This design comes from an exercise in tuning for small area, a short achievable clock period and few clock cycles per item on the open sky130 flow, not from production work. RTL that was checked went through simulation tests only; none was proved equivalent to the original. Only the layout flow was run in runs 1 and 2; the RTL was not checked for function there. Power figures rest on the tool's default switching activity, not on a simulated workload.

<file path="flow/config.mk">
export PLATFORM = sky130hd
export DESIGN_NAME = tap_tempo_averager_core
export DESIGN_NICKNAME = tap_tempo_averager_core
export VERILOG_FILES = /design/flow/design.v
export SDC_FILE = /design/flow/constraint.sdc
export NUM_CORES = 4
export LEC_CHECK = 0
export CAP_MARGIN = 20
export CORE_MARGIN = 2
export CORE_UTILIZATION = 40
export SLEW_MARGIN = 20
export TNS_END_PERCENT = 0
</file>
<file path="flow/constraint.sdc">
create_clock -name core_clock -period 10.0 [get_ports {aclk}]
set_input_delay 2.0000 -clock core_clock [delete_from_list [all_inputs] [get_ports {aclk}]]
set_output_delay 2.0000 -clock core_clock [all_outputs]
set_load 0.01 [all_outputs]
</file>
<file path="flow/design.v">
package ttavg_pkg;
    localparam logic [7:0] CEILING_RESET = 8'd220;
endpackage
module tap_tempo_averager_core #(
    parameter int COUNT_WIDTH = 16,
    parameter int TIME_WIDTH  = 32,
    parameter int FRAC_BITS   = 8
) (
    input  logic                               aclk,
    input  logic                               aresetn,
    input  logic                               s_tvalid,
    output logic                               s_tready,
    input  logic [((TIME_WIDTH+7)/8)*8-1:0]    s_tdata,
    input  logic                               s_tuser,
    output logic                               m_tvalid,
    input  logic                               m_tready,
    output logic [47:0]                        m_tdata,
    output logic [2:0]                         m_tuser,
    input  logic                               cfg_we,
    input  logic [7:0]                         cfg_wdata
);
    localparam int K      = 2;                        
    localparam int TSTEPS = ((16 + K - 1) / K) * K;   
    localparam int ASTEPS = ((22 + K - 1) / K) * K;   
    localparam int TCYC   = TSTEPS / K;
    localparam int ACYC   = ASTEPS / K;
    localparam logic [31:0] TNUM = 32'd15360000;      
    logic [7:0]  ceil_r;
    logic [31:0] prev;
    logic [15:0] count;
    logic [35:0] s15;
    localparam logic [2:0] A_IDLE = 3'd0;
    localparam logic [2:0] A_GAP  = 3'd1;
    localparam logic [2:0] A_DIV  = 3'd2;
    localparam logic [2:0] A_CLMP = 3'd3;
    localparam logic [2:0] A_M15  = 3'd4;
    localparam logic [2:0] A_CLR  = 3'd5;
    localparam logic [2:0] A_G3   = 3'd6;
    logic [2:0]  a_st;
    logic [4:0]  a_cyc;
    logic [31:0] da;           
    logic [25:0] d3;           
    logic [23:0] ra;
    logic        rdy;
    logic [15:0] ta;           
    logic        hv, hclr;     
    logic [TSTEPS-1:0] tnum_bits;
    logic [K-1:0]      tsel, aq, abits;
    logic [23:0]       ra_nx;
    assign tnum_bits = TNUM[TSTEPS-1:0];
    always_comb begin
        logic [25:0] x;
        logic [26:0] s1, s2, s3;
        tsel = '0;
        for (int k = 1; k < TCYC; k++)
            if (a_cyc == 5'(k - 1)) tsel = tnum_bits[TSTEPS-1-k*K -: K];
        x  = {ra, abits};
        s1 = {1'b0, x} - {3'b0, da[23:0]};
        s2 = {1'b0, x} - {2'b0, da[23:0], 1'b0};
        s3 = {1'b0, x} - {1'b0, d3};
        if (!s3[26]) begin
            aq = 2'd3; ra_nx = s3[23:0];
        end else if (!s2[26]) begin
            aq = 2'd2; ra_nx = s2[23:0];
        end else if (!s1[26]) begin
            aq = 2'd1; ra_nx = s1[23:0];
        end else begin
            aq = 2'd0; ra_nx = x[23:0];
        end
    end
    logic [15:0] ceilq, tcl;
    logic        ovf, big, cgt, clt, cgt_n, clt_n;
    logic [1:0]  cpair;
    always_comb begin
        cpair = 2'b00;
        for (int k = 0; k < 4; k++)
            if (a_cyc == 5'(k + 1)) cpair = ceil_r[7-2*k -: 2];
        cgt_n = cgt;
        clt_n = clt;
        for (int j = 1; j >= 0; j--) begin
            if (!cgt_n && !clt_n) begin
                cgt_n = ta[j] & ~cpair[j];
                clt_n = ~ta[j] & cpair[j];
            end
        end
    end
    assign tcl = big ? 16'd0 : ((ovf || cgt_n) ? ceilq : ta);
    logic [19:0] t15q, t15c;
    logic [11:0] c15;
    assign t15q = {ta, 4'd0} - {4'd0, ta};
    assign c15  = {ceil_r, 4'd0} - {4'd0, ceil_r};
    assign t15c = {c15, 8'd0};
    assign ceilq = {ceil_r, 8'd0};
    assign big   = |da[31:24];
    assign ovf   = (da[31:8] == 24'd0) && (da[7:0] <= 8'd234);
    logic a_acc, b_take;
    assign s_tready = rdy;
    assign a_acc    = s_tvalid && s_tready;
    always_ff @(posedge aclk) begin
        if (!aresetn) begin
            a_st  <= A_IDLE;
            a_cyc <= '0;
            rdy   <= 1'b0;
        end else begin
            rdy <= 1'b0;
            case (a_st)
                A_IDLE: begin
                    a_cyc <= '0;
                    if (s_tvalid) begin
                        if (!s_tuser) begin
                            a_st <= A_GAP;
                        end else if (!hv) begin
                            a_st <= A_CLR;
                            rdy  <= 1'b1;
                        end
                    end
                end
                A_GAP: a_st <= A_G3;
                A_G3:  if (!hv) a_st <= A_DIV;
                A_DIV: begin
                    a_cyc <= a_cyc + 5'd1;
                    if (a_cyc == 5'(TCYC - 1)) begin
                        a_st <= A_M15;
                        rdy  <= 1'b1;
                    end
                end
                A_M15:  if (a_acc) a_st <= A_IDLE; else rdy <= 1'b1;
                A_CLR:  if (a_acc) a_st <= A_IDLE; else rdy <= 1'b1;
                default: a_st <= A_IDLE;
            endcase
        end
    end
    always_ff @(posedge aclk) begin
        case (a_st)
            A_IDLE: da <= s_tdata[31:0];
            A_GAP:  da <= da - prev;
            default: ;
        endcase
        case (a_st)
            A_G3:   if (!hv) d3 <= {1'b0, da[23:0], 1'b0} + {2'b0, da[23:0]};
            A_M15:  d3 <= big ? 26'd0 : ((ovf || cgt_n) ? {6'd0, t15c} : {6'd0, t15q});
            default: ;
        endcase
        case (a_st)
            A_GAP:  ra <= 24'(TNUM >> TSTEPS);
            A_DIV:  ra <= ra_nx;
            default: ;
        endcase
        case (a_st)
            A_GAP:  abits <= tnum_bits[TSTEPS-1 -: K];
            A_DIV:  abits <= tsel;
            default: ;
        endcase
        case (a_st)
            A_DIV:  ta <= {ta[15-K:0], aq};
            A_M15:  ta <= tcl;
            default: ;
        endcase
        case (a_st)
            A_G3: begin
                cgt <= 1'b0;
                clt <= 1'b0;
            end
            A_DIV: if (a_cyc != 5'd0) begin
                cgt <= cgt_n;
                clt <= clt_n;
            end
            default: ;
        endcase
    end
    always_ff @(posedge aclk) begin
        if (!aresetn) begin
            hv   <= 1'b0;
            hclr <= 1'b0;
        end else if (a_acc) begin
            hv   <= 1'b1;
            hclr <= (a_st == A_CLR);
        end else if (b_take) begin
            hv   <= 1'b0;
        end
    end
    always_ff @(posedge aclk) begin
        if (!aresetn) begin
            prev <= '0;
        end else if (a_acc && a_st == A_M15) begin
            prev <= s_tdata[31:0];
        end
    end
    localparam logic [1:0] B_IDLE = 2'd0;
    localparam logic [1:0] B_DIV  = 2'd1;
    localparam logic [1:0] B_FIN  = 2'd2;
    logic [1:0]  b_st;
    logic [ACYC-1:0] bth;      
    logic [15:0] rb;
    logic [17:0] n3;           
    logic        nsat;
    logic [K-1:0] ud;          
    logic [15:0] ts;           
    logic [3:0]  r30;          
    logic [1:0]  r90;          
    logic [2:0]  r40;          
    logic [1:0]  r3;           
    logic        gt30, lt30, gt90, lt90, gt40, lt40, gt120, lt120;
    logic        q30lo, cat, caw;
    logic        mv;
    logic [2:0]  status;
    logic [11:0] lt, at;
    logic [7:0]  aw;
    function automatic logic cyc_is(input logic [ACYC-1:0] th, input int v);
        if (v == 0) cyc_is = !th[0];
        else        cyc_is = th[v-1] && !th[v];
    endfunction
    logic [15:0] nsel;
    logic [35:0] s15_acc;
    logic [ASTEPS-1:0] anum_bits;
    logic [K-1:0] asel, bq, bbits;
    logic [15:0] rb_nx;
    logic        sat_eff;
    logic [20:0] s15_lo;
    logic [15:0] s15_hi1;
    assign sat_eff   = (b_st == B_FIN) ? (count >= 16'hFFFE) : nsat;
    assign nsel      = {count[15:1], count[0] & ~nsat};
    assign s15_lo    = {1'b0, s15[19:0]} + {1'b0, d3[19:0]};
    assign s15_hi1   = s15[35:20] + 16'd1;
    assign s15_acc   = sat_eff ? s15 : {(s15_lo[20] ? s15_hi1 : s15[35:20]), s15_lo[19:0]};
    assign anum_bits = {s15[ASTEPS-3:0], 2'b00};
    always_comb begin
        logic [17:0] x;
        logic [18:0] s1, s2, s3;
        asel = '0;
        for (int k = 1; k < ACYC; k++)
            if (cyc_is(bth, k - 1)) asel = anum_bits[ASTEPS-1-k*K -: K];
        x  = {rb, bbits};
        s1 = {1'b0, x} - {3'b0, nsel};
        s2 = {1'b0, x} - {2'b0, nsel, 1'b0};
        s3 = {1'b0, x} - {1'b0, n3};
        if (!s3[18]) begin
            bq = 2'd3; rb_nx = s3[15:0];
        end else if (!s2[18]) begin
            bq = 2'd2; rb_nx = s2[15:0];
        end else if (!s1[18]) begin
            bq = 2'd1; rb_nx = s1[15:0];
        end else begin
            bq = 2'd0; rb_nx = x[15:0];
        end
    end
    logic [3:0]  r30_n;
    logic [1:0]  r90_n, r3_n;
    logic [2:0]  r40_n;
    logic        gt30_n, lt30_n, gt90_n, lt90_n, gt40_n, lt40_n, gt120_n, lt120_n;
    logic        q30lo_n, cat_n, caw_n, u0_n;
    logic [11:0] at_n;
    logic [7:0]  aw_n;
    logic [ACYC-2:0] mth;
    assign mth = bth[ACYC-1:1];
    function automatic logic m_ge(input logic [ACYC-2:0] th, input int v);
        if (v <= 0)            m_ge = 1'b1;
        else if (v >= ACYC)    m_ge = 1'b0;
        else                   m_ge = th[v-1];
    endfunction
    function automatic logic p_ge(input logic [ACYC-2:0] th, input int j, input int x);
        int l;
        l = ASTEPS - 1 - j - x;
        if (l < 0) p_ge = 1'b0;
        else       p_ge = !m_ge(th, l / K + 1);
    endfunction
    function automatic logic p_eq(input logic [ACYC-2:0] th, input int j, input int x);
        int d;
        d = ASTEPS - 1 - j - x;
        if (d < 0 || (d % K) != 0) p_eq = 1'b0;
        else                       p_eq = m_ge(th, d / K) && !m_ge(th, d / K + 1);
    endfunction
    always_comb begin
        logic       u, q30, q90, q40, q3, t1, t3;
        logic [4:0] x30;
        logic [2:0] x90, x3;
        logic [3:0] x40;
        r30_n = r30;  r90_n = r90;  r40_n = r40;  r3_n = r3;
        gt30_n = gt30; lt30_n = lt30; gt90_n = gt90; lt90_n = lt90;
        gt40_n = gt40; lt40_n = lt40; gt120_n = gt120; lt120_n = lt120;
        q30lo_n = q30lo; cat_n = cat; caw_n = caw; u0_n = 1'b0;
        at_n = at; aw_n = aw;
        u = 1'b0; q30 = 1'b0; q90 = 1'b0; q40 = 1'b0; q3 = 1'b0; t1 = 1'b0; t3 = 1'b0;
        x30 = '0; x90 = '0; x3 = '0; x40 = '0;
        for (int j = 0; j < K; j++) begin
            u  = ud[K-1-j];
            if (mth[2]) begin                        
                t1 = ts[14-j];
                t3 = ts[12-j];
            end else if (mth[1]) begin               
                t1 = (j == 1) ? ts[15] : 1'b0;
                t3 = ts[14-j];
            end else if (mth[0]) begin               
                t1 = 1'b0;
                t3 = (j == 1) ? ts[15] : 1'b0;
            end else begin                           
                t1 = 1'b0;
                t3 = 1'b0;
            end
            if (p_eq(mth, j, 0)) u0_n = u;
            if (p_eq(mth, j, 9)) caw_n = ({1'b0, r30_n} + 5'd7 + {4'd0, u}) >= 5'd15;
            if (p_eq(mth, j, 8)) cat_n = ({1'b0, r3_n} + 3'd1 + {2'd0, u}) >= 3'd3;
            if (p_ge(mth, j, 9)) begin
                x3   = {r3_n, u};
                q3   = x3 >= 3'd3;
                r3_n = q3 ? 2'(x3 - 3'd3) : x3[1:0];
                at_n = {at_n[10:0], q3};
            end
            if (p_ge(mth, j, 1)) begin
                x30   = {r30_n, u};
                q30   = x30 >= 5'd15;
                r30_n = q30 ? 4'(x30 - 5'd15) : x30[3:0];
                x90   = {r90_n, q30};
                q90   = x90 >= 3'd3;
                r90_n = q90 ? 2'(x90 - 3'd3) : x90[1:0];
                if (!gt30_n && !lt30_n) begin gt30_n = q30 & ~t1; lt30_n = ~q30 & t1; end
                if (!gt90_n && !lt90_n) begin gt90_n = q90 & ~t1; lt90_n = ~q90 & t1; end
                if (p_ge(mth, j, 10)) aw_n = {aw_n[6:0], q30};
                if (!p_ge(mth, j, 3)) q30lo_n = q30lo_n | q30;
            end
            if (p_ge(mth, j, 3)) begin
                x40   = {r40_n, u};
                q40   = x40 >= 4'd5;
                r40_n = q40 ? 3'(x40 - 4'd5) : x40[2:0];
                if (!gt40_n && !lt40_n)   begin gt40_n  = q40 & ~t3; lt40_n  = ~q40 & t3; end
                if (!gt120_n && !lt120_n) begin gt120_n = q30 & ~t3; lt120_n = ~q30 & t3; end
            end
        end
    end
    logic [1:0] hlo_n, hA_n, hg90_n, hl90_n, hB_n;
    logic [1:0] hlo, hA, hg90, hl90, hB;
    always_comb begin
        logic       q30h, q90h, tf;
        logic [4:0] x30h;
        logic [2:0] x90h;
        logic [3:0] r30h;
        logic [1:0] r90h;
        tf = ts[12];                      
        for (int h = 0; h < 2; h++) begin
            x30h = {r30_n, h[0]};
            q30h = x30h >= 5'd15;
            r30h = q30h ? 4'(x30h - 5'd15) : x30h[3:0];
            x90h = {r90_n, q30h};
            q90h = x90h >= 3'd3;
            r90h = q90h ? 2'(x90h - 3'd3) : x90h[1:0];
            hlo_n[h]  = (gt30_n || lt30_n) ? lt30_n : (~q30h & tf);
            hg90_n[h] = (gt90_n || lt90_n) ? gt90_n : (q90h & ~tf);
            hl90_n[h] = (gt90_n || lt90_n) ? lt90_n : (~q90h & tf);
            hA_n[h]   = q30lo_n || q30h || (r30h != 4'd0);
            hB_n[h]   = (r90h != 2'd0) || (r30h != 4'd0);
        end
    end
    always_ff @(posedge aclk) begin
        if (b_st == B_DIV && bth[ACYC-2]) begin
            hlo  <= hlo_n;
            hA   <= hA_n;
            hg90 <= hg90_n;
            hl90 <= hl90_n;
            hB   <= hB_n;
        end
    end
    logic c, rlo, rhi, wlo, whi, restart, u1;
    logic [2:0] st_res;
    assign u1      = ud[1];
    assign c       = (rb != 16'd0);
    assign rlo     = hlo[u1];
    assign wlo     = lt40;
    assign rhi     = gt120 || (!lt120 && (c || hA[u1] || ud[0]));
    assign whi     = hg90[u1] || (!hl90[u1] && (c || hB[u1] || ud[0]));
    assign restart = rlo | rhi;
    assign st_res  = restart ? 3'd3 : ((wlo | whi) ? 3'd2 : 3'd1);
    logic b_load, b_short, b_done, b_adv;
    logic b_take_i, b_load_f, b_ldf_spec, b_ld_any;
    assign b_take_i = (b_st == B_IDLE) && hv && (!mv || !(hclr || count == 16'd0));
    assign b_short  = b_take_i && (hclr || count == 16'd0);
    assign b_ldf_spec = (b_st == B_FIN) && hv && !hclr;
    assign b_load_f = b_ldf_spec && !restart;
    assign b_ld_any = (b_take_i && !b_short) || b_ldf_spec;
    assign b_load   = (b_take_i && !b_short) || b_load_f;
    assign b_take   = b_take_i || b_load_f;
    assign b_adv   = !(cyc_is(bth, 1) && mv);
    assign b_done  = (b_st == B_FIN);
    always_ff @(posedge aclk) begin
        if (!aresetn) begin
            b_st  <= B_IDLE;
        end else begin
            case (b_st)
                B_IDLE: if (b_load) b_st <= B_DIV;
                B_DIV:  if (b_adv && bth[ACYC-2]) b_st <= B_FIN;
                default: b_st <= b_load_f ? B_DIV : B_IDLE;
            endcase
        end
    end
    always_ff @(posedge aclk) begin
        if (b_ld_any) begin
            rb    <= 16'(s15_acc >> (ASTEPS - 2));
            bbits <= s15_acc[ASTEPS-3 -: K];
            ts    <= ta;
            bth   <= '0;
            r30   <= '0;  r90 <= '0;  r40 <= '0;  r3 <= '0;
            gt30  <= 1'b0; lt30 <= 1'b0; gt90 <= 1'b0; lt90 <= 1'b0;
            gt40  <= 1'b0; lt40 <= 1'b0; gt120 <= 1'b0; lt120 <= 1'b0;
            q30lo <= 1'b0; cat <= 1'b0; caw <= 1'b0;
        end else if (b_st == B_DIV && b_adv) begin
            rb    <= rb_nx;
            ud    <= bq;
            bbits <= asel;
            bth   <= {bth[ACYC-2:0], 1'b1};
            if (bth[0]) begin
                if (mth[2]) ts <= ts << K;
                r30   <= r30_n;  r90 <= r90_n;  r40 <= r40_n;  r3 <= r3_n;
                gt30  <= gt30_n; lt30 <= lt30_n; gt90 <= gt90_n; lt90 <= lt90_n;
                gt40  <= gt40_n; lt40 <= lt40_n; gt120 <= gt120_n; lt120 <= lt120_n;
                q30lo <= q30lo_n; cat <= cat_n; caw <= caw_n;
            end
        end
    end
    always_ff @(posedge aclk) begin
        if (!aresetn) begin
            ceil_r <= 8'd220;
            count  <= '0;
            n3     <= '0;
            nsat   <= 1'b0;
            s15    <= '0;
        end else begin
            if (cfg_we) ceil_r <= cfg_wdata;
            if (b_short) begin
                count <= hclr ? 16'd0 : 16'd1;
                n3    <= hclr ? 18'd0 : 18'd3;
                nsat  <= 1'b0;
                s15   <= '0;
            end else if (b_done) begin
                if (restart)    count <= '0;
                else if (!nsat) count <= count + 16'd1;
                if (count < 16'hFFFE) n3 <= n3 + 18'd3;
                if (count == 16'hFFFE) nsat <= 1'b1;
                if (b_ldf_spec) s15 <= s15_acc;
            end else if (b_load) begin
                s15 <= s15_acc;
            end
        end
    end
    always_ff @(posedge aclk) begin
        if (!aresetn) begin
            mv <= 1'b0;
        end else if (b_short || b_done) begin
            mv <= 1'b1;
        end else if (m_tready) begin
            mv <= 1'b0;
        end
    end
    always_ff @(posedge aclk) begin
        if (b_short) begin
            status <= hclr ? 3'd4 : 3'd0;
            lt <= '0;
            at <= '0;
            aw <= '0;
        end else if (b_st == B_DIV && cyc_is(bth, 1) && !mv) begin
            lt <= 12'((({1'b0, ts[15:0], 2'b0} + {3'b0, ts[15:0]}) + 19'd64) >> 7);
            at <= at_n;
            aw <= aw_n;
        end else if (b_st == B_DIV && bth[1]) begin
            at <= at_n;
            aw <= aw_n;
        end else if (b_done) begin
            status <= st_res;
            at <= at + 12'(cat);
            aw <= aw + 8'(caw);
        end
    end
    assign m_tvalid = mv;
    assign m_tdata  = {count, aw, at, lt};
    assign m_tuser  = status;
endmodule
</file>
<file path="flow/flow/run.sh">
#!/bin/bash
set -euo pipefail
bash standard.sh SETUP_SLACK_MARGIN=6.5 finish > standard_flow.log 2>&1
</file>
<file path="flow/standard.sh">
#!/bin/bash
# synth_recipe.tcl (not shown) runs the flow's synth.tcl, then flattens the netlist and writes it again
# the make line also repeats each setting of config.mk as NAME=value (left out here)
make -C /OpenROAD-flow-scripts/flow DESIGN_CONFIG=/design/flow/config.mk WORK_HOME=/design/flow/orfs CLKGATE_MAP_FILE= SYNTH_SCRIPT=/design/flow/synth_recipe.tcl "${@:-finish}"
</file>
==> results of run 1 <==
-- metrics by stage --
stage	area (sq um)	cells	setup WS, ns	power [uW]	util (%)
after floorplan	28000	3434	6.19	5980	-
after global placement	29900	4366	5.37	7190	43.4
after detailed placement	29900	4366	5.29	7200	43.4
after CTS	31600	4465	6.34	8900	45.9
after global routing	31700	4467	6.10	9650	46.0
final	31700	4467	6.30	8910	46.0
-- area by class of cell --
cell class,count,area share (%)
Clock buffer,69,4.21
Clock inverter,13,0.415
Inverter,209,2.48
Multi-Input combinational cell,2763,58.7
Sequential cell,341,26.4
Tap cell,931,3.68
Timing Repair Buffer,141,4.14
-- layer usage --
metal,GRT usage (%),wire length [microns]
met4,6.64,2340
met2,33.3,33000
met1,27.6,35600
met5,0,0
met3,2.71,3030
-- kinds of logic after synthesis --
logic type      synth area share (%)
fa+ha+maj                       13.4
simple gates                    19.8
compound gates                  23.4
xor+xnor                        7.37
other cells                   0.0134
buf+inv                         4.49
flops                           29.8
mux                             1.68
-- worst paths after layout --
path,startpoint,to,slack [ns],cells past startpoint
setup / recovery,ud[1],hB[1],6.30,17
hold / removal,prev[10],prev[10],0.45,2
setup reg to reg,ud[1],hB[1],6.30,17
hold reg to reg,prev[10],prev[10],0.45,2
-- repair_timing --
| item | CTS | global route |
|---|---|---|
| resized for setup | 39 | 6 |
| endpoints found under the setup margin | 161 | 176 |
| pin swaps | 7 | 1 |
| hold buffers | 0 | 0 |
| setup buffers | 17 | 2 |
-- Yosys cell counts (all sizes together) (28+ instances only) --
library cell	instances	share of area, %
mux2i	39	1.4
o21ai	225	4.0
nor3	80	1.4
nand2	399	5.4
nand3	86	1.5
o22ai	42	0.94
or3	33	0.74
edfxtp	151	16
nor2b	57	1.3
a21oi	265	4.8
a211oi	45	1.2
inv	209	2.8
nand2b	50	1.1
a31oi	29	0.69
and2	28	0.63
xor2	91	2.9
o211ai	59	1.6
nor2	287	3.9
ha	285	13
xnor2	144	4.5
a21o	70	1.9
o21a	46	1.2
nand4	32	0.72
and3	36	0.82
dfxtp	190	14
clkbuf	98	1.3
a21boi	46	1.2
-- cells in the final DEF, fill, tap and decap left out, types with 43 or more instances in the layout --
cell type / n
sky130_fd_sc_hd__nor2b_1: 57
sky130_fd_sc_hd__nand2_1: 394
sky130_fd_sc_hd__clkdlybuf4s50_1: 97
sky130_fd_sc_hd__o21ai_0: 150
sky130_fd_sc_hd__edfxtp_1: 151
sky130_fd_sc_hd__dfxtp_1: 177
sky130_fd_sc_hd__o211ai_1: 59
sky130_fd_sc_hd__xnor2_1: 143
sky130_fd_sc_hd__inv_1: 207
sky130_fd_sc_hd__o21a_1: 43
sky130_fd_sc_hd__nand3_1: 86
sky130_fd_sc_hd__nor3_1: 77
sky130_fd_sc_hd__a21o_1: 70
sky130_fd_sc_hd__nor2_1: 282
sky130_fd_sc_hd__nand2b_1: 50
sky130_fd_sc_hd__a21oi_1: 259
sky130_fd_sc_hd__xor2_1: 91
sky130_fd_sc_hd__clkbuf_16: 46
sky130_fd_sc_hd__ha_1: 282
sky130_fd_sc_hd__o21ai_1: 67
-- flip-flops by register name, indices dropped and copies added (netlist names), 16 cells and up --
signal / cells
count: 16
d3: 26
ra: 24
ta: 16
da: 32
prev: 32
ts: 16
n3: 18
s15: 36
rb: 16
-- tightest hold or removal path: stages, from the launching register on --
cell and delay (ns):
sky130_fd_sc_hd__dfxtp_1 0.30, sky130_fd_sc_hd__nand2_1 0.05, sky130_fd_sc_hd__a21boi_1 0.05
-- power by group --
group	internal, uW	total (uW)	leakage (uW)	switching [uW]
Combinational	2110	5190	0.00868	3070
Clock	965	1600	0.000711	639
Sequential	1850	2120	0.00295	267
Total	4930	8910	0.0123	3980
==> impl_metrics.xml, run 1 <==
<?xml version="1.0" encoding="UTF-8"?>
<metrics>
  <group name="worst_setup_path">
    <metric name="critPathMaxStageDelay" unit="ns">0.43</metric>
    <metric name="timing.critical_path.cells" unit="">ha_2 -&gt; a21oi_2 -&gt; o21ba_4 -&gt; xnor2_2 -&gt; ha_2 -&gt; a21oi_1 -&gt; o22a_1 -&gt; o21ai_4 -&gt; xnor2_1 -&gt; nand2_1 -&gt; o21ai_2 -&gt; inv_1 -&gt; ha_2 -&gt; a21o_1 -&gt; ha_1 -&gt; or3_1 -&gt; or3_1</metric>
    <metric name="critical_path_buf_inv_count" unit="">1</metric>
    <metric name="path_max_fanout" unit="">4</metric>
    <metric name="worst_ep_required_time" unit="ns">10.31</metric>
    <metric name="setup_cp_type" unit="">reg2reg</metric>
    <metric name="most_used_cell_cp" unit="">sky130_fd_sc_hd__ha_2</metric>
    <metric name="timing.critical_path.slowest_stage_cell" unit="">sky130_fd_sc_hd__edfxtp_1</metric>
    <metric name="critical_path_arrival" unit="ns">4.01</metric>
    <metric name="timing.critical_path.max_delay_family" unit="">compound AO/OA/AOI/OAI gates</metric>
    <metric name="startpoint_kind_of_the_worst_setup_timing_path" unit="">flop</metric>
    <metric name="critPathCaptureType" unit="">flop</metric>
  </group>
  <group name="power_and_ir_drop">
    <metric name="max-vdd-ir-drop" unit="mV">0.176</metric>
    <metric name="static-leakage-power" unit="uW">0.0123</metric>
    <metric name="p_per_cell_area" unit="mW/mm^2">281</metric>
  </group>
  <group name="clock_tree">
    <metric name="cts_buffer_depth" unit="">3</metric>
    <metric name="tritoncts" unit="">yes</metric>
    <metric name="source_to_sink_clock_delay_at_the_later_pin_of_the_worst_skew_pair" unit="ns">0.58</metric>
    <metric name="clkSinkCount" unit="">341</metric>
    <metric name="h_tree_levels" unit="">2</metric>
    <metric name="clk_root_buffer_cell" unit="">sky130_fd_sc_hd__clkbuf_16</metric>
    <metric name="clkTransAtPathRegs" unit="ns">0.06</metric>
    <metric name="numCtsBuffers" unit="">44</metric>
  </group>
  <group name="placed_design">
    <metric name="dp_hpwl" unit="microns">55600</metric>
    <metric name="io_buffer_count" unit="">98</metric>
    <metric name="gpl.final_weighted_congestion" unit="">0.860</metric>
  </group>
  <group name="synthesis">
    <metric name="synthDistinctLibCells" unit="">91</metric>
    <metric name="async_reset_ff_share" unit="%">0</metric>
    <metric name="ys.flop_type" unit="">sky130_fd_sc_hd__dfxtp_1</metric>
    <metric name="syn_inst" unit="">3434</metric>
    <metric name="synth_edf_count" unit="">151</metric>
    <metric name="area_of_the_mapped_netlist" unit="sq mm">0.0279</metric>
    <metric name="syn_area_per_cell" unit="sq um">8.13</metric>
    <metric name="synth_seq_area_share" unit="%">29.8</metric>
    <metric name="synth.yosys.warnings" unit="">1</metric>
    <metric name="ys_seq_elements" unit="">341</metric>
    <metric name="syn-num-nets" unit="">3774</metric>
  </group>
  <group name="global_routing">
    <metric name="first_global_vias" unit="">23200</metric>
    <metric name="grt_antenna_before_repair" unit="">0</metric>
    <metric name="grt_use_total" unit="%">20.3</metric>
    <metric name="grt_start_max_net_pins" unit="">67</metric>
    <metric name="global_route.overflow_total" unit="">0</metric>
    <metric name="wire_length_of_the_first_global_routing_pass" unit="microns">120000</metric>
  </group>
  <group name="timing">
    <metric name="hold_violations" unit="">0</metric>
    <metric name="clock-skew-final" unit="ns">0.0150</metric>
    <metric name="slew_headroom" unit="%">41.8</metric>
    <metric name="finalCriticalPeriod" unit="ns">3.70</metric>
    <metric name="final-max-slew-violation-count" unit="">0</metric>
    <metric name="report.final.setup_viol" unit="">0</metric>
    <metric name="timing.hold.ws" unit="ns">0.449</metric>
    <metric name="timing.fmax" unit="GHz">0.270</metric>
    <metric name="fin_tns_setup" unit="ns">0</metric>
    <metric name="timing.final.crit_share" unit="%">37.0</metric>
    <metric name="tightest_slew" unit="ns">0.864</metric>
    <metric name="grt_setup_unrepaired" unit="">true</metric>
  </group>
  <group name="floorplan">
    <metric name="num_rows" unit="">96</metric>
    <metric name="die_area" unit="sq mm">0.0720</metric>
    <metric name="floorplan.die.width" unit="microns">268</metric>
    <metric name="placeableCoreArea" unit="sq mm">0.0688</metric>
    <metric name="boundaryPins" unit="">99</metric>
    <metric name="die_height" unit="microns">268</metric>
    <metric name="starting_density" unit="%">40.6</metric>
  </group>
  <group name="final_layout">
    <metric name="seqCellArea" unit="sq mm">0.00836</metric>
    <metric name="area_used_by_multi_input_combinational_logic" unit="sq mm">0.0186</metric>
    <metric name="n_fill_cell" unit="">6877</metric>
    <metric name="syn2layout_area_growth" unit="%">13.3</metric>
    <metric name="drive_gt1_share" unit="%">5.66</metric>
    <metric name="nets" unit="">3840</metric>
    <metric name="diodes" unit="">0</metric>
  </group>
  <group name="drt">
    <metric name="postRouteAntennaNets" unit="">0</metric>
    <metric name="routed_wirelength" unit="microns">74000</metric>
    <metric name="detailedRoute.firstIterationViolations" unit="">1486</metric>
    <metric name="num_vias" unit="">24600</metric>
    <metric name="drt_first_pass_iters" unit="">5</metric>
    <metric name="route.detailed.drc" unit="">0</metric>
    <metric name="drt-vias-per-instance" unit="">5.51</metric>
    <metric name="routedWlPerCell" unit="microns">16.6</metric>
  </group>
  <group name="job">
    <metric name="maxCapViolCount" unit="">0</metric>
  </group>
  <group name="min_path">
    <metric name="min-delay-path-class" unit="">reg2reg</metric>
  </group>
  <group name="run_status">
    <metric name="run_status" unit="">finished clean</metric>
  </group>
</metrics>
==> run 2, diff against run 1 <==
--- a/flow/config.mk
+++ b/flow/config.mk
@@ -9,4 +9,5 @@
 export CORE_MARGIN = 2
 export CORE_UTILIZATION = 40
+export CTS_BUF_LIST = sky130_fd_sc_hd__clkbuf_4 sky130_fd_sc_hd__clkbuf_8
 export SLEW_MARGIN = 20
 export TNS_END_PERCENT = 0
==> impl_metrics.xml, run 2 <==
<?xml version="1.0" encoding="UTF-8"?>
<metrics>
  <group name="power_and_ir_drop">
    <metric name="net-switching-power" unit="uW">3990</metric>
    <metric name="combinationalPowerShare" unit="%">58.5</metric>
    <metric name="static-leakage-power" unit="uW">0.0124</metric>
    <metric name="p_per_cell_area" unit="mW/mm^2">279</metric>
    <metric name="power_switching_share" unit="%">45.2</metric>
    <metric name="cellInternalPower" unit="uW">4840</metric>
    <metric name="fraction_of_power_consumed_by_sequential_logic" unit="%">24.1</metric>
    <metric name="clock_power_share" unit="%">17.4</metric>
    <metric name="max-vdd-ir-drop" unit="mV">0.165</metric>
  </group>
  <group name="final_layout">
    <metric name="final_cell_mix" unit="">sky130_fd_sc_hd__nand2_1, sky130_fd_sc_hd__nor2_1, sky130_fd_sc_hd__ha_1</metric>
    <metric name="nets" unit="">3859</metric>
    <metric name="drive_gt1_share" unit="%">7.19</metric>
    <metric name="most_common_cell_after_layout_fill_and_taps_aside" unit="">sky130_fd_sc_hd__nand2_1</metric>
    <metric name="n_fill_cell" unit="">6909</metric>
    <metric name="reg_top3" unit="">s15 x36, da x32, prev x32</metric>
    <metric name="post_layout_nonfiller_instances" unit="">4506</metric>
    <metric name="syn2layout_area_growth" unit="%">13.1</metric>
    <metric name="largest_register_ffs" unit="">36</metric>
    <metric name="max_flop_register" unit="">s15</metric>
  </group>
  <group name="synthesis">
    <metric name="ys.flop_type" unit="">sky130_fd_sc_hd__dfxtp_1</metric>
    <metric name="synth_seq_area_share" unit="%">29.8</metric>
    <metric name="synthDistinctLibCells" unit="">91</metric>
    <metric name="netlist_top_cells_area" unit="">sky130_fd_sc_hd__edfxtp_1, sky130_fd_sc_hd__dfxtp_1, sky130_fd_sc_hd__ha_1, sky130_fd_sc_hd__nand2_1, sky130_fd_sc_hd__a21oi_1</metric>
    <metric name="post-synth-top-area-fraction" unit="%">16.2</metric>
    <metric name="syn_area_per_cell" unit="sq um">8.13</metric>
    <metric name="synth_common_cells" unit="">sky130_fd_sc_hd__nand2_1, sky130_fd_sc_hd__nor2_1, sky130_fd_sc_hd__ha_1</metric>
    <metric name="async_reset_ff_share" unit="%">0</metric>
    <metric name="syn-num-nets" unit="">3774</metric>
    <metric name="syn_inst" unit="">3434</metric>
    <metric name="synth_edf_count" unit="">151</metric>
    <metric name="synth.yosys.warnings" unit="">1</metric>
    <metric name="leading_cell_type_by_number_of_instances_after_synthesis" unit="">sky130_fd_sc_hd__nand2_1</metric>
    <metric name="area_of_the_mapped_netlist" unit="sq mm">0.0279</metric>
    <metric name="ys_seq_elements" unit="">341</metric>
    <metric name="yosys.area.top_type" unit="">sky130_fd_sc_hd__edfxtp_1</metric>
  </group>
  <group name="floorplan">
    <metric name="die_height" unit="microns">268</metric>
    <metric name="floorplan.die.width" unit="microns">268</metric>
    <metric name="die_area" unit="sq mm">0.0720</metric>
    <metric name="starting_density" unit="%">40.6</metric>
    <metric name="boundaryPins" unit="">99</metric>
    <metric name="placeableCoreArea" unit="sq mm">0.0688</metric>
    <metric name="num_rows" unit="">96</metric>
  </group>
  <group name="worst_setup_path">
    <metric name="critPathMaxStageDelay" unit="ns">0.43</metric>
    <metric name="critical_path_buf_inv_count" unit="">1</metric>
    <metric name="path_max_fanout" unit="">4</metric>
    <metric name="critical_path_arrival" unit="ns">4.15</metric>
    <metric name="timing.critical_path.slowest_stage_cell" unit="">sky130_fd_sc_hd__edfxtp_1</metric>
    <metric name="critPathCaptureType" unit="">flop</metric>
    <metric name="setup_cp_type" unit="">reg2reg</metric>
    <metric name="timing.critical_path.max_delay_family" unit="">simple AND/OR/NAND/NOR gates</metric>
    <metric name="startpoint_kind_of_the_worst_setup_timing_path" unit="">flop</metric>
    <metric name="worst_ep_required_time" unit="ns">10.38</metric>
    <metric name="timing.critical_path.cells" unit="">ha_2 -&gt; a21oi_2 -&gt; o21ba_4 -&gt; xnor2_2 -&gt; ha_2 -&gt; a21oi_1 -&gt; o22a_1 -&gt; o21ai_4 -&gt; buf_4 -&gt; ha_1 -&gt; or2_2 -&gt; o21ai_2 -&gt; o21ai_2 -&gt; ha_1 -&gt; or3_1 -&gt; or3_1</metric>
  </group>
  <group name="timing">
    <metric name="finalCriticalPeriod" unit="ns">3.77</metric>
    <metric name="clock-skew-final" unit="ns">0.0408</metric>
    <metric name="timing.final.crit_share" unit="%">37.7</metric>
    <metric name="tightest_slew" unit="ns">0.862</metric>
    <metric name="final-max-slew-violation-count" unit="">0</metric>
    <metric name="report.final.setup_viol" unit="">0</metric>
    <metric name="timing.fmax" unit="GHz">0.266</metric>
    <metric name="timing.hold.ws" unit="ns">0.451</metric>
    <metric name="hold_violations" unit="">0</metric>
    <metric name="grt_setup_unrepaired" unit="">true</metric>
    <metric name="slew_headroom" unit="%">42.1</metric>
    <metric name="fin_tns_setup" unit="ns">0</metric>
  </group>
  <group name="drt">
    <metric name="num_vias" unit="">24600</metric>
    <metric name="routedWlPerCell" unit="microns">16.5</metric>
    <metric name="route.detailed.drc" unit="">0</metric>
    <metric name="drt-vias-per-instance" unit="">5.47</metric>
    <metric name="detailedRoute.firstIterationViolations" unit="">1553</metric>
    <metric name="postRouteAntennaNets" unit="">0</metric>
    <metric name="drt_first_pass_iters" unit="">6</metric>
    <metric name="routed_wirelength" unit="microns">74200</metric>
  </group>
  <group name="global_routing">
    <metric name="grt_use_total" unit="%">20.5</metric>
    <metric name="wire_length_of_the_first_global_routing_pass" unit="microns">120000</metric>
    <metric name="grt_antenna_before_repair" unit="">1</metric>
    <metric name="global_route.overflow_total" unit="">0</metric>
    <metric name="grt_start_max_net_pins" unit="">67</metric>
    <metric name="first_global_vias" unit="">23300</metric>
  </group>
  <group name="clock_tree">
    <metric name="numCtsBuffers" unit="">67</metric>
    <metric name="cts_hold_repair.buffers" unit="">0</metric>
    <metric name="tritoncts" unit="">yes</metric>
    <metric name="clk_root_buffer_cell" unit="">sky130_fd_sc_hd__clkbuf_8</metric>
    <metric name="source_to_sink_clock_delay_at_the_later_pin_of_the_worst_skew_pair" unit="ns">0.66</metric>
    <metric name="h_tree_levels" unit="">3</metric>
    <metric name="clkSinkCount" unit="">341</metric>
    <metric name="cts_buffer_depth" unit="">3</metric>
    <metric name="clkTransAtPathRegs" unit="ns">0.06</metric>
  </group>
  <group name="placed_design">
    <metric name="place.detailed.instances" unit="">4366</metric>
    <metric name="io_buffer_count" unit="">98</metric>
    <metric name="dp_hpwl" unit="microns">55600</metric>
    <metric name="gpl.final_weighted_congestion" unit="">0.860</metric>
  </group>
  <group name="job">
    <metric name="maxCapViolCount" unit="">0</metric>
  </group>
  <group name="min_path">
    <metric name="min-delay-path-class" unit="">reg2reg</metric>
  </group>
  <group name="run_status">
    <metric name="run_status" unit="">finished clean</metric>
  </group>
</metrics>
[run 2: cell count changes in the layout (fill, tap and decap cells not counted), moves of 4 or more]
cell	previous run	this run
sky130_fd_sc_hd__clkbuf_8	9	78
sky130_fd_sc_hd__dfxtp_1	177	166
sky130_fd_sc_hd__dfxtp_2	11	22
sky130_fd_sc_hd__clkbuf_4	1	32
sky130_fd_sc_hd__buf_4	40	36
sky130_fd_sc_hd__clkbuf_16	46	0
sky130_fd_sc_hd__clkbuf_1	13	0
[run 2: cell type report]
type	count	area (sq um)	area share, %
Multi-Input combinational cell	2763	18500	58.7
Sequential cell	341	8370	26.5
Clock buffer	110	1310	4.16
Timing Repair Buffer	137	1280	4.05
Tap cell	931	1160	3.69
Inverter	209	785	2.48
Clock inverter	14	140	0.444
Antenna cell	1	2.50	0.00792
[run 2: final timing paths]
kind                  from       end  depth (start not counted)  slack, ns
hold reg to reg   prev[30]  prev[30]                          2       0.45
setup / recovery     ud[1]     hB[1]                         16       6.23
setup reg to reg     ud[1]     hB[1]                         16       6.23
hold / removal    prev[30]  prev[30]                          2       0.45
[run 2: logic make-up (layout without fill, tap and decap cells)]
group / count (synthesis) / in the layout / synth area share (%)
fa+ha+maj: 295 / 295 / 13.4
simple gates: 1173 / 1173 / 19.8
xor+xnor: 235 / 235 / 7.37
compound gates: 1013 / 1013 / 23.4
buf+inv: 330 / 470 / 4.49
flops: 341 / 341 / 29.8
other cells: 1 / 2 / 0.0134
mux: 46 / 46 / 1.68
[run 2: worst register-to-register path: stages (launching register included)]
cell and delay (ns):
sky130_fd_sc_hd__edfxtp_1 0.43, sky130_fd_sc_hd__ha_2 0.22, sky130_fd_sc_hd__a21oi_2 0.13, sky130_fd_sc_hd__o21ba_4 0.18, sky130_fd_sc_hd__xnor2_2 0.09, sky130_fd_sc_hd__ha_2 0.20, sky130_fd_sc_hd__a21oi_1 0.12, sky130_fd_sc_hd__o22a_1 0.20
sky130_fd_sc_hd__o21ai_4 0.08, sky130_fd_sc_hd__buf_4 0.16, sky130_fd_sc_hd__ha_1 0.19, sky130_fd_sc_hd__or2_2 0.33, sky130_fd_sc_hd__o21ai_2 0.14, sky130_fd_sc_hd__o21ai_2 0.09, sky130_fd_sc_hd__ha_1 0.29, sky130_fd_sc_hd__or3_1 0.33
sky130_fd_sc_hd__or3_1 0.31
[run 2: power by group through the flow]
stage          Combinational (uW)  Sequential (uW)  Clock [uW]
6_report                     5160             2130        1540
4_1_cts                      5110             2130        1580
5_1_grt                      5760             2160        1630
3_3_place_gp                 5040             2150           0
3_5_place_dp                 5040             2150           0
2_1_floorplan                3950             2030           0
[run 2: metrics by stage]
stage / setup WS [ns] / area, sq um / util [%] / power (uW)
global route: 6.03 / 31600 / 45.9 / 9560
floorplan: 6.19 / 28000 / - / 5980
finish: 6.23 / 31600 / 45.9 / 8820
global placement: 5.37 / 29900 / 43.4 / 7190
CTS: 6.28 / 31600 / 45.9 / 8820
detailed placement: 5.29 / 29900 / 43.4 / 7200
[run 2: timing repair]
item	CTS	global route
endpoints found under the setup margin	177	181
resized for setup	44	4
gates cloned	0	0
buffers inserted	15	0
pin swaps	6	0
[run 2: per-layer routing]
metal  up-vias  routed length (microns)  track usage (%)
met2       502                    33100             33.5
met5         -                        0                0
met1     11400                    35400             27.5
met3       115                     3300             3.16
li1      12700                        -                -
met4         0                     2370             7.20
==> run 3, diff against run 2 <==
--- a/flow/design.v
+++ b/flow/design.v
@@ -142,14 +142,11 @@
             default: ;
         endcase
-        case (a_st)
-            A_GAP:  ra <= 24'(TNUM >> TSTEPS);
-            A_DIV:  ra <= ra_nx;
-            default: ;
-        endcase
-        case (a_st)
-            A_GAP:  abits <= tnum_bits[TSTEPS-1 -: K];
-            A_DIV:  abits <= tsel;
-            default: ;
-        endcase
+        if (a_st == A_DIV) begin
+            ra    <= ra_nx;
+            abits <= tsel;
+        end else begin
+            ra    <= 24'(TNUM >> TSTEPS);
+            abits <= tnum_bits[TSTEPS-1 -: K];
+        end
         case (a_st)
             A_DIV:  ta <= {ta[15-K:0], aq};
==> impl_metrics.xml, run 3 <==
<?xml version="1.0" encoding="UTF-8"?>
<metrics>
  <group name="run_status">
    <metric name="run_status" unit="">finished clean</metric>
  </group>
  <group name="worst_setup_path">
    <metric name="timing.critical_path.max_delay_family" unit="">buffers and inverters</metric>
    <metric name="critPathMaxStageDelay" unit="ns">0.60</metric>
    <metric name="path_max_fanout" unit="">6</metric>
    <metric name="setup.reg_to_reg.worst_slack" unit="ns">6.34</metric>
    <metric name="timing.critical_path.slowest_stage_cell" unit="">sky130_fd_sc_hd__clkdlybuf4s50_1</metric>
    <metric name="setup_cp_type" unit="">reg2out</metric>
    <metric name="startpoint_kind_of_the_worst_setup_timing_path" unit="">flop</metric>
    <metric name="worst_ep_required_time" unit="ns">8.00</metric>
    <metric name="critical_path_buf_inv_count" unit="">1</metric>
    <metric name="timing.critical_path.cells" unit="">clkdlybuf4s50_1</metric>
    <metric name="critical_path_arrival" unit="ns">1.70</metric>
    <metric name="critPathCaptureType" unit="">primary output</metric>
  </group>
  <group name="synthesis">
    <metric name="yosys.area.top_type" unit="">sky130_fd_sc_hd__dfxtp_1</metric>
    <metric name="ys_seq_elements" unit="">341</metric>
    <metric name="leading_cell_type_by_number_of_instances_after_synthesis" unit="">sky130_fd_sc_hd__nand2_1</metric>
    <metric name="synthDistinctLibCells" unit="">107</metric>
    <metric name="post-synth-top-area-fraction" unit="%">15.7</metric>
    <metric name="synth_seq_area_share" unit="%">29.3</metric>
    <metric name="synth_common_cells" unit="">sky130_fd_sc_hd__nand2_1, sky130_fd_sc_hd__a21oi_1, sky130_fd_sc_hd__ha_1</metric>
    <metric name="synth.yosys.warnings" unit="">1</metric>
    <metric name="syn_area_per_cell" unit="sq um">8.13</metric>
    <metric name="async_reset_ff_share" unit="%">0</metric>
    <metric name="syn-num-nets" unit="">3725</metric>
    <metric name="synth_edf_count" unit="">125</metric>
    <metric name="ys.flop_type" unit="">sky130_fd_sc_hd__dfxtp_1</metric>
    <metric name="area_of_the_mapped_netlist" unit="sq mm">0.0275</metric>
    <metric name="syn_inst" unit="">3385</metric>
    <metric name="netlist_top_cells_area" unit="">sky130_fd_sc_hd__dfxtp_1, sky130_fd_sc_hd__edfxtp_1, sky130_fd_sc_hd__ha_1, sky130_fd_sc_hd__a21oi_1, sky130_fd_sc_hd__xnor2_1</metric>
  </group>
  <group name="timing">
    <metric name="worst_slack" unit="ns">6.30</metric>
    <metric name="final-max-slew-violation-count" unit="">0</metric>
    <metric name="grt_setup_unrepaired" unit="">true</metric>
    <metric name="timing.final.crit_share" unit="%">37.0</metric>
    <metric name="report.final.setup_viol" unit="">0</metric>
    <metric name="clock-skew-final" unit="ns">0.0434</metric>
    <metric name="slew_headroom" unit="%">33.4</metric>
    <metric name="finalCriticalPeriod" unit="ns">3.70</metric>
    <metric name="timing.fmax" unit="GHz">0.271</metric>
    <metric name="hold_violations" unit="">0</metric>
    <metric name="fin_tns_setup" unit="ns">0</metric>
    <metric name="tightest_slew" unit="ns">0.993</metric>
  </group>
  <group name="final_layout">
    <metric name="post_layout_nonfiller_instances" unit="">4411</metric>
    <metric name="reg_top3" unit="">s15 x36, da x32, prev x32</metric>
    <metric name="most_common_cell_after_layout_fill_and_taps_aside" unit="">sky130_fd_sc_hd__nand2_1</metric>
    <metric name="largest_register_ffs" unit="">36</metric>
    <metric name="nets" unit="">3817</metric>
    <metric name="diodes" unit="">0</metric>
    <metric name="drive_gt1_share" unit="%">7.54</metric>
    <metric name="final_cell_mix" unit="">sky130_fd_sc_hd__nand2_1, sky130_fd_sc_hd__a21oi_1, sky130_fd_sc_hd__ha_1</metric>
    <metric name="max_flop_register" unit="">s15</metric>
    <metric name="syn2layout_area_growth" unit="%">12.5</metric>
    <metric name="post-route-cell-area" unit="sq mm">0.0310</metric>
  </group>
  <group name="clock_tree">
    <metric name="clkSinkCount" unit="">341</metric>
    <metric name="numCtsBuffers" unit="">67</metric>
    <metric name="tritoncts" unit="">yes</metric>
    <metric name="source_to_sink_clock_delay_at_the_later_pin_of_the_worst_skew_pair" unit="ns">0.67</metric>
    <metric name="h_tree_levels" unit="">3</metric>
    <metric name="clkTransAtPathRegs" unit="ns">0.06</metric>
    <metric name="clk_root_buffer_cell" unit="">sky130_fd_sc_hd__clkbuf_8</metric>
    <metric name="cts_buffer_depth" unit="">3</metric>
  </group>
  <group name="global_routing">
    <metric name="grt_antenna_before_repair" unit="">0</metric>
    <metric name="gr-usage-met3" unit="%">3.38</metric>
    <metric name="grt_use_total" unit="%">22.3</metric>
    <metric name="first_global_vias" unit="">23300</metric>
    <metric name="top_usage_layer" unit="">met2</metric>
    <metric name="gr-usage-met2" unit="%">37.5</metric>
    <metric name="grt_start_max_net_pins" unit="">74</metric>
    <metric name="wire_length_of_the_first_global_routing_pass" unit="microns">127000</metric>
    <metric name="global_route.overflow_total" unit="">0</metric>
    <metric name="use_met1" unit="%">29.6</metric>
  </group>
  <group name="drt">
    <metric name="route.detailed.drc" unit="">0</metric>
    <metric name="postRouteAntennaNets" unit="">0</metric>
    <metric name="routed_wirelength" unit="microns">79900</metric>
    <metric name="drt-vias-per-instance" unit="">5.58</metric>
    <metric name="num_vias" unit="">24600</metric>
    <metric name="drt_first_pass_iters" unit="">5</metric>
    <metric name="detailedRoute.firstIterationViolations" unit="">1686</metric>
    <metric name="routedWlPerCell" unit="microns">18.1</metric>
  </group>
  <group name="power_and_ir_drop">
    <metric name="static-leakage-power" unit="uW">0.0124</metric>
    <metric name="p_per_cell_area" unit="mW/mm^2">258</metric>
    <metric name="max-vdd-ir-drop" unit="mV">0.169</metric>
  </group>
  <group name="placed_design">
    <metric name="place_worst_setup_slack" unit="ns">5.79</metric>
    <metric name="dp_hpwl" unit="microns">60100</metric>
    <metric name="detailed_place.area" unit="sq mm">0.0294</metric>
    <metric name="place.detailed.instances" unit="">4280</metric>
    <metric name="gpl.final_weighted_congestion" unit="">0.883</metric>
    <metric name="io_buffer_count" unit="">98</metric>
  </group>
  <group name="floorplan">
    <metric name="starting_density" unit="%">40.3</metric>
    <metric name="placeableCoreArea" unit="sq mm">0.0683</metric>
    <metric name="num_rows" unit="">96</metric>
    <metric name="die_height" unit="microns">266</metric>
    <metric name="floorplan.die.width" unit="microns">266</metric>
    <metric name="die_area" unit="sq mm">0.0710</metric>
    <metric name="boundaryPins" unit="">99</metric>
  </group>
  <group name="min_path">
    <metric name="min-delay-path-class" unit="">reg2reg</metric>
  </group>
  <group name="job">
    <metric name="maxCapViolCount" unit="">0</metric>
  </group>
</metrics>
## run 3: cell count changes after synthesis, moves of 26 or more
| cell | before | now |
|---|---|---|
| sky130_fd_sc_hd__dfxtp_1 | 190 | 216 |
| sky130_fd_sc_hd__a21boi_1 | 33 | 0 |
| sky130_fd_sc_hd__nand2_1 | 399 | 359 |
| sky130_fd_sc_hd__o21ai_1 | 75 | 5 |
| sky130_fd_sc_hd__o211ai_1 | 59 | 28 |
| sky130_fd_sc_hd__o21ai_0 | 150 | 231 |
| sky130_fd_sc_hd__a21oi_1 | 263 | 318 |
| sky130_fd_sc_hd__xnor2_1 | 144 | 170 |
| sky130_fd_sc_hd__edfxtp_1 | 151 | 125 |
## run 3: path summary, 6_finish.rpt
check	start	endpoint	cells after the start
setup / recovery	count[3]	m_tdata[35]	1
hold / removal	prev[12]	prev[12]	2
setup reg to reg	da[0]	ra[0]	13
hold reg to reg	prev[12]	prev[12]	2
## run 3: report_power, final
group          internal [uW]  switching [uW]  total [uW]
Clock                    859             661        1520
Combinational           1780            2530        4310
Sequential              1830             322        2150
## run 3: logic make-up (layout without fill, tap and decap cells)
logic type	after synthesis	count (layout)	share of synthesized area [%]
xor+xnor	245	245	7.82
other cells	1	1	0.0136
flops	341	341	29.3
fa+ha+maj	295	295	13.6
mux	74	74	2.81
compound gates	1001	1001	23.1
buf+inv	333	477	4.69
simple gates	1095	1095	18.5
## run 3: repair_timing
item	in CTS	in global routing
pin swaps	1	3
hold buffers	0	0
endpoints found under the setup margin	147	174
setup buffers	9	1
resized for setup	26	14
## run 3: cell type report
class / count / area, sq um
multi-input combinational: 2711 / 18300
timing repair buffer: 132 / 1230
inverter: 224 / 846
sequential: 341 / 8100
clock inverter: 21 / 161
fill: 6820 / 37400
clock buffer: 100 / 1260
tap: 882 / 1100
## run 3: layer usage
metal  up-vias  routed length [microns]
li1      12400                        -
met1     11500                    36900
met2       528                    37500
met3       125                     3660
met4         0                     1850
met5         -                        0
## run 3: metrics by stage
step	hold WS (ns)	power, uW	utilization [%]
after floorplan	0.436	5250	-
after global placement	0.441	6420	43.0
after detailed placement	0.446	6410	43.0
after CTS	0.454	7980	45.2
after global routing	0.472	8580	45.3
final	0.453	7980	45.3
Testbench counts of run 3, summed over its fixed seeds: cycles 38,642, items 3,200.
==> run 4, diff against run 3 <==
--- a/flow/config.mk
+++ b/flow/config.mk
@@ -9,5 +9,4 @@
 export CORE_MARGIN = 2
 export CORE_UTILIZATION = 40
-export CTS_BUF_LIST = sky130_fd_sc_hd__clkbuf_4 sky130_fd_sc_hd__clkbuf_8
 export SLEW_MARGIN = 20
 export TNS_END_PERCENT = 0
==> impl_metrics.xml, run 4 <==
<?xml version="1.0" encoding="UTF-8"?>
<metrics>
  <group name="global_routing">
    <metric name="grt_use_total" unit="%">22.2</metric>
    <metric name="wire_length_of_the_first_global_routing_pass" unit="microns">127000</metric>
    <metric name="grt_antenna_before_repair" unit="">0</metric>
    <metric name="global_route.overflow_total" unit="">0</metric>
    <metric name="first_global_vias" unit="">23200</metric>
    <metric name="grt_start_max_net_pins" unit="">74</metric>
  </group>
  <group name="job">
    <metric name="maxCapViolCount" unit="">0</metric>
  </group>
  <group name="synthesis">
    <metric name="async_reset_ff_share" unit="%">0</metric>
    <metric name="yosys.area.top_type" unit="">sky130_fd_sc_hd__dfxtp_1</metric>
    <metric name="ys_seq_elements" unit="">341</metric>
    <metric name="ys.flop_type" unit="">sky130_fd_sc_hd__dfxtp_1</metric>
    <metric name="post-synth-top-area-fraction" unit="%">15.7</metric>
    <metric name="syn_inst" unit="">3385</metric>
    <metric name="share_of_cell_area_taken_by_muxes_after_synthesis" unit="%">2.81</metric>
    <metric name="leading_cell_type_by_number_of_instances_after_synthesis" unit="">sky130_fd_sc_hd__nand2_1</metric>
    <metric name="area_of_the_mapped_netlist" unit="sq mm">0.0275</metric>
    <metric name="synth_common_cells" unit="">sky130_fd_sc_hd__nand2_1, sky130_fd_sc_hd__a21oi_1, sky130_fd_sc_hd__ha_1</metric>
    <metric name="syn-num-nets" unit="">3725</metric>
    <metric name="post_synth_and_or_nand_nor_area_fraction" unit="%">18.5</metric>
    <metric name="netlist_top_cells_area" unit="">sky130_fd_sc_hd__dfxtp_1, sky130_fd_sc_hd__edfxtp_1, sky130_fd_sc_hd__ha_1, sky130_fd_sc_hd__a21oi_1, sky130_fd_sc_hd__xnor2_1</metric>
    <metric name="synth_seq_area_share" unit="%">29.3</metric>
    <metric name="synth.yosys.warnings" unit="">1</metric>
    <metric name="synth_top_family_by_area" unit="">compound AO/OA/AOI/OAI gates</metric>
    <metric name="compound_cell_area_share_of_the_yosys_netlist" unit="%">23.1</metric>
    <metric name="synth_area_in_xor_xnor" unit="%">7.82</metric>
    <metric name="adder_cell_share_of_the_synthesized_area" unit="%">13.6</metric>
    <metric name="syn_area_per_cell" unit="sq um">8.13</metric>
    <metric name="synth_edf_count" unit="">125</metric>
    <metric name="synthDistinctLibCells" unit="">107</metric>
  </group>
  <group name="placed_design">
    <metric name="io_buffer_count" unit="">98</metric>
    <metric name="dp_hpwl" unit="microns">60100</metric>
    <metric name="place_worst_setup_slack" unit="ns">5.79</metric>
    <metric name="place.detailed.instances" unit="">4280</metric>
    <metric name="gpl.final_weighted_congestion" unit="">0.883</metric>
  </group>
  <group name="clock_tree">
    <metric name="tritoncts" unit="">yes</metric>
    <metric name="numCtsBuffers" unit="">44</metric>
    <metric name="clk_root_buffer_cell" unit="">sky130_fd_sc_hd__clkbuf_16</metric>
    <metric name="cts_hold_repair.buffers" unit="">0</metric>
    <metric name="clkTransAtPathRegs" unit="ns">0.05</metric>
    <metric name="clkSinkCount" unit="">341</metric>
    <metric name="cts_buffer_depth" unit="">3</metric>
    <metric name="source_to_sink_clock_delay_at_the_later_pin_of_the_worst_skew_pair" unit="ns">0.59</metric>
    <metric name="h_tree_levels" unit="">2</metric>
  </group>
  <group name="timing">
    <metric name="finalCriticalPeriod" unit="ns">3.67</metric>
    <metric name="tightest_slew" unit="ns">0.938</metric>
    <metric name="report.final.setup_viol" unit="">0</metric>
    <metric name="timing.fmax" unit="GHz">0.272</metric>
    <metric name="final-max-slew-violation-count" unit="">0</metric>
    <metric name="slew_headroom" unit="%">37.1</metric>
    <metric name="timing.final.crit_share" unit="%">36.7</metric>
    <metric name="fin_tns_setup" unit="ns">0</metric>
    <metric name="clock-skew-final" unit="ns">0.0321</metric>
    <metric name="worst_slack" unit="ns">6.33</metric>
    <metric name="grt_setup_unrepaired" unit="">true</metric>
    <metric name="hold_violations" unit="">0</metric>
  </group>
  <group name="final_layout">
    <metric name="largest_register_ffs" unit="">36</metric>
    <metric name="most_common_cell_after_layout_fill_and_taps_aside" unit="">sky130_fd_sc_hd__nand2_1</metric>
    <metric name="core_util_final" unit="%">45.5</metric>
    <metric name="final_cell_mix" unit="">sky130_fd_sc_hd__nand2_1, sky130_fd_sc_hd__a21oi_1, sky130_fd_sc_hd__ha_1</metric>
    <metric name="diodes" unit="">0</metric>
    <metric name="post_layout_nonfiller_instances" unit="">4372</metric>
    <metric name="reg_top3" unit="">s15 x36, da x32, prev x32</metric>
    <metric name="n_fill_cell" unit="">6785</metric>
    <metric name="drive_gt1_share" unit="%">6.10</metric>
    <metric name="syn2layout_area_growth" unit="%">12.9</metric>
    <metric name="max_flop_register" unit="">s15</metric>
    <metric name="nets" unit="">3795</metric>
  </group>
  <group name="min_path">
    <metric name="holdPathEnd" unit="">lt[4]</metric>
    <metric name="hold_path_depth" unit="">2</metric>
    <metric name="min-delay-path-class" unit="">reg2reg</metric>
    <metric name="worstHoldStart" unit="">lt[4]</metric>
  </group>
  <group name="floorplan">
    <metric name="die_area" unit="sq mm">0.0710</metric>
    <metric name="num_rows" unit="">96</metric>
    <metric name="boundaryPins" unit="">99</metric>
    <metric name="starting_density" unit="%">40.3</metric>
    <metric name="floorplan.die.width" unit="microns">266</metric>
    <metric name="placeableCoreArea" unit="sq mm">0.0683</metric>
    <metric name="die_height" unit="microns">266</metric>
  </group>
  <group name="power_and_ir_drop">
    <metric name="static-leakage-power" unit="uW">0.0124</metric>
    <metric name="p_per_cell_area" unit="mW/mm^2">262</metric>
    <metric name="max-vdd-ir-drop" unit="mV">0.179</metric>
  </group>
  <group name="drt">
    <metric name="num_vias" unit="">24500</metric>
    <metric name="postRouteAntennaNets" unit="">0</metric>
    <metric name="drt_first_pass_iters" unit="">5</metric>
    <metric name="routed_wirelength" unit="microns">79600</metric>
    <metric name="drt-vias-per-instance" unit="">5.61</metric>
    <metric name="route.detailed.drc" unit="">0</metric>
    <metric name="routedWlPerCell" unit="microns">18.2</metric>
    <metric name="detailedRoute.firstIterationViolations" unit="">1659</metric>
  </group>
  <group name="worst_setup_path">
    <metric name="reg2reg_depth" unit="">12</metric>
    <metric name="timing.critical_path.max_delay_family" unit="">buffers and inverters</metric>
    <metric name="startpoint_kind_of_the_worst_setup_timing_path" unit="">flop</metric>
    <metric name="worst_ep_required_time" unit="ns">8.00</metric>
    <metric name="timing.critical_path.depth" unit="">1</metric>
    <metric name="setup.reg_to_reg.worst_slack" unit="ns">6.40</metric>
    <metric name="timing.critical_path.slowest_stage_cell" unit="">sky130_fd_sc_hd__clkdlybuf4s50_1</metric>
    <metric name="critPathCaptureType" unit="">primary output</metric>
    <metric name="setup_cp_type" unit="">reg2out</metric>
    <metric name="timing.critical_path.cells" unit="">clkdlybuf4s50_1</metric>
    <metric name="critical_path_arrival" unit="ns">1.67</metric>
    <metric name="path_max_fanout" unit="">7</metric>
    <metric name="critPathMaxStageDelay" unit="ns">0.61</metric>
    <metric name="r2r_end" unit="">ra[22]</metric>
    <metric name="rr_startpoint" unit="">da[0]</metric>
    <metric name="critPathLaunch" unit="">count[4]</metric>
    <metric name="critical_path_buf_inv_count" unit="">1</metric>
  </group>
  <group name="run_status">
    <metric name="run_status" unit="">finished clean</metric>
  </group>
</metrics>
[run 4: cell counts after synthesis]
No cell type changed its count.
[run 4: what timing repair did]
item | CTS | global route
pin swaps | 1 | 3
resized for setup | 10 | 15
setup endpoints to repair | 137 | 165
setup buffers | 8 | 3
[run 4: per-layer routing]
metal	wire length [microns]	global-route usage [%]	part of all wire (%)	vias to the layer above
li1	-	-	-	12400
met1	36900	29.7	46	11500
met2	37400	37.7	47	493
met3	3420	2.55	4.3	108
met4	1910	5.91	2.4	0
met5	0	0	0	-
[run 4: worst max path at each step]
stage | endpoint | slack [ns]
after floorplan | hg90[1] | 6.61
after global placement | hg90[1] | 5.85
after detailed placement | hg90[1] | 5.79
after CTS | m_tdata[36] | 6.29
after global routing | rb[3] | 6.16
final | m_tdata[36] | 6.33
[run 4: final cells by class]
class	instances	area, sq um	share of cell area [%]
Timing Repair Buffer	133	1250	4.01
Sequential cell	341	8080	26.0
Tap cell	882	1100	3.55
Inverter	224	846	2.72
Multi-Input combinational cell	2711	18300	58.8
Clock inverter	19	216	0.696
Clock buffer	62	1300	4.19
[run 4: kinds of logic (layout without fill, tap and decap cells)]
| logic type | count (synthesis) | count (layout) |
|---|---|---|
| compound gates | 1001 | 1001 |
| xor+xnor | 245 | 245 |
| fa+ha+maj | 295 | 295 |
| buf+inv | 333 | 438 |
| flops | 341 | 341 |
| mux | 74 | 74 |
| other cells | 1 | 1 |
| simple gates | 1095 | 1095 |
[run 4: metrics by stage]
| step | cell area (sq um) | total power (uW) | hold WS [ns] |
|---|---|---|---|
| final | 31100 | 8130 | 0.452 |
| after global routing | 31100 | 8730 | 0.473 |
| after CTS | 31000 | 8130 | 0.454 |
| after detailed placement | 29400 | 6410 | 0.446 |
| after global placement | 29400 | 6420 | 0.441 |
| after floorplan | 27500 | 5250 | 0.436 |
[run 4: power by group]
part,leakage (uW),internal (uW),switching (uW)
registers,0.00292,1820,321
clock network,0.000753,1010,660
logic,0.00873,1780,2530
total,0.0124,4620,3510
==> run 5, diff against run 4 <==
==> flow/flow/run.sh (replaced) <==
#!/bin/bash
set -euo pipefail
bash standard.sh SETUP_SLACK_MARGIN=6.9 finish > standard_flow.log 2>&1
==> impl_metrics.xml, run 5 <==
<?xml version="1.0" encoding="UTF-8"?>
<metrics>
  <group name="final_layout">
    <metric name="core_util_final" unit="%">47.3</metric>
    <metric name="max_flop_register" unit="">s15</metric>
    <metric name="largest_register_ffs" unit="">36</metric>
  </group>
  <group name="drt">
    <metric name="detailedRoute.firstIterationViolations" unit="">1732</metric>
    <metric name="routedWlPerCell" unit="microns">18.4</metric>
    <metric name="met2WireLength" unit="microns">38600</metric>
  </group>
  <group name="clock_tree">
    <metric name="tritoncts" unit="">yes</metric>
    <metric name="h_tree_levels" unit="">2</metric>
    <metric name="clkSinkCount" unit="">341</metric>
  </group>
  <group name="min_path">
    <metric name="min-delay-path-class" unit="">reg2reg</metric>
    <metric name="holdPathEnd" unit="">lt[7]</metric>
    <metric name="hold_path_depth" unit="">2</metric>
  </group>
  <group name="worst_setup_path">
    <metric name="startpoint_kind_of_the_worst_setup_timing_path" unit="">flop</metric>
    <metric name="timing.critical_path.slowest_stage_cell" unit="">sky130_fd_sc_hd__edfxtp_1</metric>
    <metric name="path_max_fanout" unit="">9</metric>
    <metric name="setup.reg_to_reg.worst_slack" unit="ns">6.59</metric>
  </group>
  <group name="timing">
    <metric name="finalCriticalPeriod" unit="ns">3.41</metric>
    <metric name="timing.final.crit_share" unit="%">34.1</metric>
    <metric name="grt_setup_unrepaired" unit="">true</metric>
    <metric name="final-max-slew-violation-count" unit="">0</metric>
    <metric name="timing.fmax" unit="GHz">0.293</metric>
  </group>
  <group name="power_and_ir_drop">
    <metric name="finalPower" unit="uW">8340</metric>
  </group>
  <group name="job">
    <metric name="maxCapViolCount" unit="">0</metric>
  </group>
  <group name="global_routing">
    <metric name="wire_length_of_the_first_global_routing_pass" unit="microns">128000</metric>
    <metric name="global_route.overflow_total" unit="">0</metric>
    <metric name="first_global_vias" unit="">23400</metric>
  </group>
  <group name="floorplan">
    <metric name="die_area" unit="sq mm">0.0710</metric>
    <metric name="boundaryPins" unit="">99</metric>
    <metric name="num_rows" unit="">96</metric>
    <metric name="starting_density" unit="%">40.3</metric>
    <metric name="floorplan.die.width" unit="microns">266</metric>
  </group>
  <group name="synthesis">
    <metric name="synth_edf_count" unit="">125</metric>
    <metric name="leading_cell_type_by_number_of_instances_after_synthesis" unit="">sky130_fd_sc_hd__nand2_1</metric>
  </group>
  <group name="run_status">
    <metric name="run_status" unit="">finished clean</metric>
  </group>
</metrics>
-- run 5: cell counts after synthesis --
Identical to the previous run, type by type.
-- run 5: power by group --
part	total (uW)	internal (uW)	switching, uW
registers	2130	1830	306
clock network	1610	959	649
logic	4600	1920	2680
-- run 5: layout make-up --
| type | instances | share of cell area, % |
|---|---|---|
| timing repair buffer | 214 | 5.92 |
| multi-input combinational | 2714 | 58.4 |
| inverter | 224 | 2.65 |
| clock buffer | 65 | 3.96 |
| clock inverter | 13 | 0.465 |
| tap | 882 | 3.42 |
| sequential | 341 | 25.2 |
| antenna | 1 | 0.00775 |
-- run 5: logic make-up after synthesis --
group | share of synthesized area (%)
AO/OA/AOI/OAI | 23.1
XOR/XNOR | 7.82
adder cells (fa/ha/maj) | 13.6
buffers and inverters | 4.69
flip-flops | 29.3
multiplexers | 2.81
other | 0.0136
AND/OR/NAND/NOR | 18.5
-- run 5: what timing repair did --
| item | in CTS | in global routing |
|---|---|---|
| endpoints found under the setup margin | 247 | 270 |
| pin swaps | 32 | 40 |
| gates cloned | 5 | 1 |
| gates resized for setup | 182 | 92 |
| setup buffers | 56 | 30 |
-- run 5: metrics by stage --
step	std cells	hold slack (ns)	instance area, sq um
5_1_grt	4453	0.462	32300
2_1_floorplan	3385	0.436	27600
3_3_place_gp	4283	0.441	29400
6_report	4454	0.445	32300
4_1_cts	4422	0.450	31700
3_5_place_dp	4283	0.445	29400
-- run 5: layer usage --
| metal | vias up | global-route usage [%] |
|---|---|---|
| met3 | 128 | 2.08 |
| met1 | 11800 | 30.2 |
| met2 | 568 | 38.2 |
| li1 | 12600 | - |
| met5 | - | 0 |
| met4 | 0 | 6.01 |
-- run 5: critical path: cells and delay by family (launching register included) --
family / cells / cell delay, ns
buf+inv: 1 / 0.19
mux: 1 / 0.11
fa+ha+maj: 3 / 0.67
xor+xnor: 1 / 0.15
compound gates: 8 / 1.55
flops: 1 / 0.47
-- run 5: worst max path at each step --
stage | slack (ns) | depth (start not counted) | from | to
2_1_floorplan | 6.65 | 16 | ud[1] | hg90[1]
3_3_place_gp | 5.79 | 15 | ud[1] | hg90[1]
3_5_place_dp | 5.67 | 15 | ud[1] | hg90[1]
4_1_cts | 6.67 | 17 | count[0] | rb[12]
5_1_grt | 6.46 | 14 | ud[1] | hl90[1]
6_report | 6.59 | 14 | ud[1] | hl90[1]

separate check: timing with driven ports:
In the flow no input, the clock included, has a driving cell. The finished layouts below were timed again as built, in two steps. Step 1 assumes that a clkbuf_16 drives the clock port and a buf_2 every other input. Step 2, shift: input delay + t, output delay - t, t = (earliest + latest rising clock arrival at the registers) / 2. This alone moves slack from input paths to output paths. Three values: no drivers, after step 1, after step 2; two values: the first two.
run	t (ns)	setup slack, ns
run 1	0.629	6.302 / 6.302 / 6.093
run 2	0.701	6.234 / 6.234 / 6.105
run 3	0.704	6.305 / 6.252 / 6.174
run 4	0.639	6.329 / 6.265 / 6.171
run 5	0.629	6.592 / 6.592 / 6.187
After both steps every run listed still meets setup and hold.
